Context: an optimization exercise on an open-source flow, tuned for small area and a short achievable clock period. The choices shown serve that exercise and are no tape-out recipe.
The RTL was checked by simulation tests, not by an equivalence proof against the original design.
Power and IR drop assume default switching activity.

$ cat design/flow/design.v
package periph_pkg;
    localparam int data_w    = 32;
    localparam int n_lanes   = data_w / 8;
    localparam int cnt_w     = 64;
    localparam int reg_idx_w = 4;
    localparam int n_ext_irq = 8;
    localparam int n_irq     = n_ext_irq + 1;
    localparam int irq_num_w = 4;
    localparam logic [reg_idx_w-1:0] reg_gpio_data   = 4'd0;
    localparam logic [reg_idx_w-1:0] reg_gpio_dir    = 4'd1;
    localparam logic [reg_idx_w-1:0] reg_counter_lo  = 4'd2;
    localparam logic [reg_idx_w-1:0] reg_counter_hi  = 4'd3;
    localparam logic [reg_idx_w-1:0] reg_irq_ctrl    = 4'd4;
    localparam logic [reg_idx_w-1:0] reg_timer_ie    = 4'd5;
    localparam logic [reg_idx_w-1:0] reg_timer_if    = 4'd6;
    localparam logic [reg_idx_w-1:0] reg_timer_value = 4'd7;
    localparam logic [reg_idx_w-1:0] reg_timer_max   = 4'd8;
    localparam logic [reg_idx_w-1:0] reg_irq_number  = 4'd9;
    localparam logic [reg_idx_w-1:0] reg_counter_ld_lo = 4'd10;
    localparam logic [reg_idx_w-1:0] reg_counter_ld_hi = 4'd11;
    typedef struct packed {
        logic                 cyc;
        logic                 stb;
        logic                 we;
        logic [reg_idx_w-1:0] adr;
        logic [n_lanes-1:0]   sel;
        logic [data_w-1:0]    wdata;
    } bus_req_s;
    typedef struct packed {
        logic               gpio_data;
        logic               gpio_dir;
        logic               counter_cmd;
        logic               irq_ctrl;
        logic               timer_ie;
        logic               timer_if_cmd;
        logic               timer_max;
        logic               counter_ld_lo;
        logic               counter_ld_hi;
        logic [n_lanes-1:0] lanes;
    } reg_wr_s;
    typedef struct packed {
        logic [data_w-3:0] rsvd;
        logic              clear;
        logic              sample;
    } counter_cmd_s;
    typedef struct packed {
        logic [data_w-3:0] rsvd;
        logic              reload;
        logic              flag_clr;
    } timer_cmd_s;
    typedef union packed {
        logic [data_w-1:0] word;
        counter_cmd_s      counter;
        timer_cmd_s        timer;
    } cmd_word_u;
    typedef struct packed {
        logic [cnt_w-1:0]  counter_sample;
        logic [data_w-1:0] value;
        logic [data_w-1:0] max;
        logic              flag;
        logic              enable;
    } timer_stat_s;
    typedef struct packed {
        logic                 in_service;
        logic [irq_num_w-1:0] number;
    } irq_stat_s;
    function automatic logic [data_w-1:0] merge_bytes(
        input logic [data_w-1:0]  old_word,
        input logic [data_w-1:0]  new_word,
        input logic [n_lanes-1:0] lanes
    );
        logic [data_w-1:0] result;
        result = old_word;
        for (int b = 0; b < n_lanes; b++) begin
            if (lanes[b]) begin
                result[b*8 +: 8] = new_word[b*8 +: 8];
            end
        end
        merge_bytes = result;
    endfunction
endpackage
`timescale 1ns/100ps
module periph_bus (
    input  logic                          clk,
    input  logic                          rst,
    input  periph_pkg::bus_req_s          req,
    output periph_pkg::reg_wr_s           wr,
    output logic [periph_pkg::data_w-1:0] wdata,
    input  periph_pkg::timer_stat_s       tstat,
    input  logic [periph_pkg::data_w-1:0] gpio_data,
    input  logic [periph_pkg::data_w-1:0] gpio_dir,
    input  periph_pkg::irq_stat_s         istat,
    output logic [periph_pkg::data_w-1:0] rdata,
    output logic                          ack
);
    logic                          valid;
    logic                          wr_en;
    logic                          rd_en;
    logic                          ack_q;
    logic [periph_pkg::data_w-1:0] rd_word;
    assign valid = req.cyc & req.stb;
    assign wr_en = valid & req.we;
    assign rd_en = valid & ~req.we;
    assign wdata = req.wdata;
    always_comb begin
        wr = '0;
        wr.lanes = req.sel;
        if (wr_en) begin
            case (req.adr)
                periph_pkg::reg_gpio_data: wr.gpio_data = 1'b1;
                periph_pkg::reg_gpio_dir:  wr.gpio_dir = 1'b1;
                periph_pkg::reg_timer_max: wr.timer_max = 1'b1;
                periph_pkg::reg_counter_ld_lo: wr.counter_ld_lo = 1'b1;
                periph_pkg::reg_counter_ld_hi: wr.counter_ld_hi = 1'b1;
                periph_pkg::reg_counter_lo: wr.counter_cmd = req.sel[0];
                periph_pkg::reg_irq_ctrl:   wr.irq_ctrl = req.sel[0];
                periph_pkg::reg_timer_ie:   wr.timer_ie = req.sel[0];
                periph_pkg::reg_timer_if:   wr.timer_if_cmd = req.sel[0];
                default: ;
            endcase
        end
    end
    always_comb begin
        case (req.adr)
            periph_pkg::reg_gpio_data: rd_word = gpio_data;
            periph_pkg::reg_gpio_dir:  rd_word = gpio_dir;
            periph_pkg::reg_counter_lo: begin
                rd_word = tstat.counter_sample[periph_pkg::data_w-1:0];
            end
            periph_pkg::reg_counter_hi: begin
                rd_word = tstat.counter_sample[periph_pkg::cnt_w-1:periph_pkg::data_w];
            end
            periph_pkg::reg_irq_ctrl: begin
                rd_word = {{(periph_pkg::data_w-1){1'b0}}, istat.in_service};
            end
            periph_pkg::reg_timer_ie: begin
                rd_word = {{(periph_pkg::data_w-1){1'b0}}, tstat.enable};
            end
            periph_pkg::reg_timer_if: begin
                rd_word = {{(periph_pkg::data_w-1){1'b0}}, tstat.flag};
            end
            periph_pkg::reg_timer_value: rd_word = tstat.value;
            periph_pkg::reg_timer_max:   rd_word = tstat.max;
            periph_pkg::reg_irq_number: begin
                rd_word = periph_pkg::data_w'(istat.number) << 2;
            end
            default: rd_word = '0;
        endcase
    end
    always_ff @(posedge clk) begin
        if (rst) begin
            ack_q <= 1'b0;
        end else begin
            ack_q <= req.stb;
        end
    end
    always_ff @(posedge clk) begin
        if (rd_en) begin
            rdata <= rd_word;
        end
    end
    assign ack = req.cyc & ack_q;
endmodule
`timescale 1ns/100ps
module sys_timer (
    input  logic                          clk,
    input  logic                          rst,
    input  periph_pkg::reg_wr_s           wr,
    input  logic [periph_pkg::data_w-1:0] wdata,
    output periph_pkg::timer_stat_s       tstat,
    output logic                          timer_irq
);
    periph_pkg::cmd_word_u          cmd;
    logic [periph_pkg::cnt_w-1:0]   counter;
    logic [periph_pkg::cnt_w-1:0]   sample;
    logic [periph_pkg::data_w-1:0]  value;
    logic [periph_pkg::data_w-1:0]  max_q;
    logic                           flag;
    logic                           enable;
    logic                           expired;
    assign cmd = wdata;
    assign expired = (value == '0);
    always_ff @(posedge clk) begin
        if (rst) begin
            counter <= '0;
            sample <= '0;
        end else if (wr.counter_cmd && cmd.counter.clear) begin
            counter <= '0;
            sample <= '0;
        end else if (wr.counter_ld_lo) begin
            counter[periph_pkg::data_w-1:0] <= periph_pkg::merge_bytes(
                counter[periph_pkg::data_w-1:0], wdata, wr.lanes);
        end else if (wr.counter_ld_hi) begin
            counter[periph_pkg::cnt_w-1:periph_pkg::data_w] <= periph_pkg::merge_bytes(
                counter[periph_pkg::cnt_w-1:periph_pkg::data_w], wdata, wr.lanes);
        end else begin
            counter <= counter + 1'b1;
            if (wr.counter_cmd && cmd.counter.sample) begin
                sample <= counter;
            end
        end
    end
    always_ff @(posedge clk) begin
        if (rst) begin
            value <= '0;
            max_q <= '0;
            flag <= 1'b0;
            enable <= 1'b0;
        end else begin
            if (wr.timer_max) begin
                max_q <= periph_pkg::merge_bytes(max_q, wdata, wr.lanes);
            end
            if (wr.timer_ie) begin
                enable <= wdata[0];
            end
            if ((wr.timer_if_cmd && cmd.timer.reload) || expired) begin
                value <= max_q;
            end else begin
                value <= value - 1'b1;
            end
            if (wr.timer_if_cmd && cmd.timer.flag_clr) begin
                flag <= 1'b0;
            end else if (expired) begin
                flag <= 1'b1;
            end
        end
    end
    assign timer_irq = flag & enable;
    assign tstat = {sample, value, max_q, flag, enable};
endmodule
`timescale 1ns/100ps
module gpio_port (
    input  logic                          clk,
    input  logic                          rst,
    input  periph_pkg::reg_wr_s           wr,
    input  logic [periph_pkg::data_w-1:0] wdata,
    input  logic [periph_pkg::data_w-1:0] gpio_in,
    output logic [periph_pkg::data_w-1:0] gpio_out,
    output logic [periph_pkg::data_w-1:0] gpio_dir,
    output logic [periph_pkg::data_w-1:0] data,
    output logic [periph_pkg::data_w-1:0] dir_reg
);
    logic [periph_pkg::data_w-1:0] data_q;
    logic [periph_pkg::data_w-1:0] data_wr;
    logic [periph_pkg::data_w-1:0] dir_q;
    logic [periph_pkg::data_w-1:0] dir_s1;
    logic [periph_pkg::data_w-1:0] in_s;
    logic [periph_pkg::data_w-1:0] out_s;
    assign data_wr = wr.gpio_data ? periph_pkg::merge_bytes(data_q, wdata, wr.lanes) : data_q;
    always_ff @(posedge clk) begin
        if (rst) begin
            data_q <= '0;
            dir_q <= '0;
            dir_s1 <= '0;
            in_s <= '0;
            out_s <= '0;
            gpio_dir <= '0;
            gpio_out <= '0;
        end else begin
            if (wr.gpio_dir) begin
                dir_q <= periph_pkg::merge_bytes(dir_q, wdata, wr.lanes);
            end
            dir_s1 <= dir_q;
            gpio_dir <= dir_s1;
            in_s <= gpio_in;
            out_s <= data_q;
            data_q <= (dir_q & in_s) | (~dir_q & data_wr);
            gpio_out <= (dir_q & gpio_out) | (~dir_q & out_s);
        end
    end
    assign data = data_q;
    assign dir_reg = dir_q;
endmodule
`timescale 1ns/100ps
module irq_controller (
    input  logic                             clk,
    input  logic                             rst,
    input  periph_pkg::reg_wr_s              wr,
    input  logic [periph_pkg::data_w-1:0]    wdata,
    input  logic [periph_pkg::n_ext_irq-1:0] ext_irq,
    input  logic                             timer_irq,
    input  logic                             irq_ack,
    input  logic                             irq_exit,
    output logic                             cpu_irq,
    output periph_pkg::irq_stat_s            istat
);
    logic [periph_pkg::n_irq-1:0]     sources;
    logic [periph_pkg::irq_num_w-1:0] pick;
    logic [periph_pkg::irq_num_w-1:0] number;
    logic                             pending;
    logic                             req_q;
    logic                             in_service;
    assign sources = {timer_irq, ext_irq};
    always_comb begin
        pending = 1'b0;
        pick = '0;
        for (int i = 0; i < periph_pkg::n_irq; i++) begin
            if (sources[i]) begin
                pending = 1'b1;
                pick = periph_pkg::irq_num_w'(i);
            end
        end
    end
    always_ff @(posedge clk) begin
        if (rst) begin
            req_q <= 1'b0;
            number <= '0;
            in_service <= 1'b0;
        end else begin
            if (irq_ack) begin
                req_q <= 1'b0;
                in_service <= 1'b1;
            end else if (!req_q && !in_service && pending) begin
                req_q <= 1'b1;
                number <= pick;
            end
            if (irq_exit) begin
                in_service <= 1'b0;
            end
            if (wr.irq_ctrl) begin
                in_service <= wdata[0];
            end
        end
    end
    assign cpu_irq = req_q & ~in_service & sources[number];
    assign istat = {in_service, number};
endmodule
`timescale 1ns/100ps
module periph_top (
    input  logic                             clk,
    input  logic                             rst,
    input  logic                             req_cyc,
    input  logic                             req_stb,
    input  logic                             req_we,
    input  logic [periph_pkg::reg_idx_w-1:0] req_adr,
    input  logic [periph_pkg::n_lanes-1:0]   req_sel,
    input  logic [periph_pkg::data_w-1:0]    req_wdata,
    output logic [periph_pkg::data_w-1:0]    rdata,
    output logic                             ack,
    input  logic [periph_pkg::data_w-1:0]    gpio_in,
    output logic [periph_pkg::data_w-1:0]    gpio_out,
    output logic [periph_pkg::data_w-1:0]    gpio_dir,
    input  logic [periph_pkg::n_ext_irq-1:0] ext_irq,
    input  logic                             irq_ack,
    input  logic                             irq_exit,
    output logic                             cpu_irq
);
    periph_pkg::bus_req_s          req;
    periph_pkg::reg_wr_s           wr;
    logic [periph_pkg::data_w-1:0] wdata;
    periph_pkg::timer_stat_s       tstat;
    periph_pkg::irq_stat_s         istat;
    logic [periph_pkg::data_w-1:0] gpio_data;
    logic [periph_pkg::data_w-1:0] gpio_dir_reg;
    logic                          timer_irq;
    assign req = {req_cyc, req_stb, req_we, req_adr, req_sel, req_wdata};
    periph_bus u_bus (
        .clk       (clk),
        .rst       (rst),
        .req       (req),
        .wr        (wr),
        .wdata     (wdata),
        .tstat     (tstat),
        .gpio_data (gpio_data),
        .gpio_dir  (gpio_dir_reg),
        .istat     (istat),
        .rdata     (rdata),
        .ack       (ack)
    );
    sys_timer u_timer (
        .clk       (clk),
        .rst       (rst),
        .wr        (wr),
        .wdata     (wdata),
        .tstat     (tstat),
        .timer_irq (timer_irq)
    );
    gpio_port u_gpio (
        .clk      (clk),
        .rst      (rst),
        .wr       (wr),
        .wdata    (wdata),
        .gpio_in  (gpio_in),
        .gpio_out (gpio_out),
        .gpio_dir (gpio_dir),
        .data     (gpio_data),
        .dir_reg  (gpio_dir_reg)
    );
    irq_controller u_irq (
        .clk       (clk),
        .rst       (rst),
        .wr        (wr),
        .wdata     (wdata),
        .ext_irq   (ext_irq),
        .timer_irq (timer_irq),
        .irq_ack   (irq_ack),
        .irq_exit  (irq_exit),
        .cpu_irq   (cpu_irq),
        .istat     (istat)
    );
endmodule
$ cat design/flow/run.sh
#!/bin/bash
# synth_recipe.tcl (not shown) runs the flow's synth.tcl, then flattens the netlist and writes it again
# the make line also repeats each setting of config.mk as NAME=value (left out here)
make -C /OpenROAD-flow-scripts/flow DESIGN_CONFIG=/design/flow/config.mk WORK_HOME=/design/flow/orfs CLKGATE_MAP_FILE= SYNTH_SCRIPT=/design/flow/synth_recipe.tcl finish
$ cat design/flow/config.mk
export PLATFORM = sky130hd
export DESIGN_NAME = periph_top
export DESIGN_NICKNAME = periph_top
export VERILOG_FILES = /design/flow/design.v
export SDC_FILE = /design/flow/constraint.sdc
export NUM_CORES = 4
export LEC_CHECK = 0
export CAP_MARGIN = 20
export CORE_MARGIN = 2
export CORE_UTILIZATION = 40
export SLEW_MARGIN = 20
$ cat design/flow/constraint.sdc
create_clock -name core_clock -period 5.0 [get_ports {clk}]
set_input_delay 1.0000 -clock core_clock [delete_from_list [all_inputs] [get_ports {clk}]]
set_output_delay 1.0000 -clock core_clock [all_outputs]
set_load 0.01 [all_outputs]
==> impl_results.md <==
- Finished Layout Cells: 2976
- CTS resizes: 0
- Highest routed layer: met4
- Top FF cell, synth: dfxtp_1
- Slew margin rel.: 22.5%
- Max frequency: 263 MHz
- Outcome: complete, no violations
- Syn. warnings: 4
- Area growth syn-to-layout: 21.6%
- Wl on met1: 28800 um
- Post-CTS setup buffer count: 0
- Netlist cell types: 69
- Setup TNS: 0 ps
- Largest net degree at the start of global routing: 143
- Syn nets: 2283
- Multiplexer area fraction after synthesis: 5.90%
- Num rows: 80
- Htree depth: 2
- CP bufs+invs: 2
- Area after DPL: 0.0216 mm2
- Cells on Worst Hold Path: 1
- Post-DP HPWL: 42800 um
- Max stage delay on crit path: 480 ps
- Vias: 17000
- Share of cells above drive strength 1: 6.53%
- Crit path max fanout: 4
- Clock Sinks: 457
- Clk_skew: 18.0 ps
- LEAKAGE: 8.01 nW
- Die area: 0.0497 mm2
- Pwr/cell area: 377 mW/mm2
- Fin util: 49.1%
- Port Buffers: 184
- I/O pin cnt: 185
- Worst-Skew Late Latency: 590 ps
- Area of the mapped netlist: 0.0192 mm2
- Crit-path cells: clkdlybuf4s50_1 -> mux4_2 -> mux2i_1 -> nor2_1 -> a21oi_1 -> nor3b_1 -> clkdlybuf4s50_1
- P_int: 6.58 mW
- Logic pwr share: 10.8%
- CP startpoint kind: input pin
- GRT Total Usage: 24.1%
- Initial DRC count: 1737
- Clk pwr share: 44.6%
- Dpl cells: 2883
- Via density: 5.70
- #FFs+latches synth: 457
- DRT Pass-1 Iters: 6
- VDD IR-drop max: 0.204 mV
- Synth top cells by count: dfxtp_1 (425), nand2_1 (304), a21oi_1 (194)
- Worst setup EP type: output port
- Count leader, synth: dfxtp_1
- Register area share after synthesis: 49.4%
- Syn Inst Count: 2194
- Drt wl/cell: 20.5 um
- CP dominant cell by count: clkdlybuf4s50_1
- Max Cap Viol: 0
- Adder and majority gate portion of the synthesized area: 0.131%
- Final GP Congestion: 0.916
- CTS hold repair buffers: 0
- # DRC: 0
- Async SR Flop Fraction: 0%
- R2R Setup Slk: 1800 ps
- Final Max Tran Viols: 0
- First-pass GRT wire length: 93800 um
- Starting density of the core: 40.3%
- RSZ-0062 raised after global routing: false
- Fin crit period: 3800 ps
- Reg clk slew, reported paths: 60 ps
- Reg2Reg Depth: 7
- Largest family of logic cells by synthesized area: simple AND/OR/NAND/NOR gates
- Root buf cell: clkbuf_16
- Vias in the first global route: 15700
- Cell area after layout: 0.0233 mm2
- Setup Crit Path Kind: in -> out
- Met3 wire len: 5360 um
- Critical Path RT: 4000 ps
- Post-synth top area share: 44.4%
- Hold Fails Final Rpt: 0
- Post-synth EDFFs: 32
- Total CTS buffers: 50
- Core area: 0.0475 mm2
- Met2 wire len: 25500 um
- Die extent in x: 223 um
- Routed Antenna Nets: 0
- Slowest stage cell on the critical path: clkdlybuf4s50_1
- Sw Ratio: 25.1%
- GRT overflow: 0
- Simple-gate share of the synthesized area: 24.2%
- CTS tree: yes
- Crit path depth: 7
- Reg power frac: 44.6%
- Worst-margin pin slew: 1160 ps
- Worst EP arrival: 2800 ps
- Die height: 223 um
- Final Cycle Share: 76.0%
- Clock buffer depth: 3
- Fin nets: 2409
- Worst Hold Class: reg -> reg
- P_sw: 2.21 mW
- Syn avg cell area: 8.74 um2
- Post-Synth XOR/XNOR Area: 1.23%
- Family with the most delay on the worst path: buffers and inverters
- Synth area leaders: dfxtp_1 (44%), nand2_1 (6.0%), a21oi_1 (5.1%), nor2b_1 (5.0%), edfxtp_1 (5.0%)
- Final setup fails: 0
- Yosys top cell by area: dfxtp_1
- Final wirelength: 61100 um
- Initial antenna violation count: 1
- Compound-Gate Fraction of Synth Area: 16.0%
==> logic make-up (layout without fill, tap and decap cells) <==
group / after synthesis / in the layout
compound gates: 489 / 489
flops: 457 / 457
fa+ha+maj: 2 / 2
simple gates: 955 / 955
other cells: 0 / 1
mux: 109 / 109
buf+inv: 155 / 321
xor+xnor: 27 / 27
==> worst register-to-register path: cells and delay by family (launching register included) <==
| family | cells | cell delay [ps] |
|---|---|---|
| AOI/OAI and AO/OA | 1 | 170 |
| adders and majority gates | 1 | 310 |
| DFF | 1 | 470 |
| and+or+nand+nor | 5 | 2190 |
==> worst paths after layout <==
kind	from	endpoint
hold reg to reg	u_gpio.dir_s1[11]$_SDFF_PP0_	u_gpio.gpio_dir[11]$_SDFF_PP0_
setup reg to reg	u_timer.counter[1]$_SDFFE_PP0P_	u_timer.counter[62]$_SDFFE_PP0P_
hold / removal	u_gpio.dir_s1[11]$_SDFF_PP0_	u_gpio.gpio_dir[11]$_SDFF_PP0_
setup / recovery	ext_irq[5]	cpu_irq
==> per-stage QoR <==
step,setup WS [ps],total power [mW],hold WS (ps)
6_report,1200,8.79,431
5_1_grt,1140,9.12,444
4_1_cts,1200,8.85,431
3_5_place_dp,1120,4.93,420
3_3_place_gp,1180,4.92,420
2_1_floorplan,2170,4.60,414
==> power groups by stage <==
stage | Sequential [mW] | Clock (mW) | Combinational (mW)
global placement | 4.00 | 0 | 0.927
floorplan | 3.96 | 0 | 0.640
finish | 3.92 | 3.92 | 0.951
CTS | 3.92 | 3.98 | 0.946
global route | 3.93 | 4.14 | 1.04
detailed placement | 4.00 | 0 | 0.937
==> layer usage <==
layer	GRT usage (%)	up-vias
li1	-	8071
met4	6.91	0
met2	35.2	732
met3	4.39	100
met5	0	-
met1	36.0	8074
==> layout by cell type (no fill, tap or decap), types with 30 or more instances in the layout <==
cell type	netlist	routed
buf_4	0	30
nor3_1	43	38
clkbuf_16	0	52
clkdlybuf4s50_1	0	183
o21ai_0	66	66
dfxtp_1	425	425
nand4_1	33	33
nor2_1	186	183
nand3_1	126	126
a211oi_1	35	35
a22oi_1	99	99
nand2_1	304	303
nor2b_1	154	154
mux2i_1	95	95
a21oi_1	194	193
edfxtp_1	32	32
==> area by class of cell <==
type	instances	area, um2
clock buffers	68	1420
clock inverters	24	332
repair buffers	216	2110
flip-flops and latches	457	9470
diodes	1	2.50
multi-input cells	1582	9170
fillers	4526	24200
well taps	615	769
inverters	13	48.8

==> what the ideal ports hide <==
The flow's constraints put no driver on any port. The routed layout listed below was extracted and timed again, unchanged, in two steps. Step 1: set_driving_cell puts a clkbuf_16 on clk and a buf_2 on each other input, an assumption about the parent block. Step 2 times the ports against the registers' clock, not the clock port: input delays grow and output delays shrink by t, the midpoint of the rising clock arrivals with the driver on. a / b / c = no drivers / after step 1 / after step 2; a / b = the first two.
t, ns: 0.633
slack for setup (ns): 1.201 / 1.177 / 1.053
hold slack, ns: 0.431 / 0.431 / 0.431
After both steps this run still meets setup and hold. For this run, drivers alone change the setup slack by -0.024 ns; drivers and shift together by -0.148 ns.
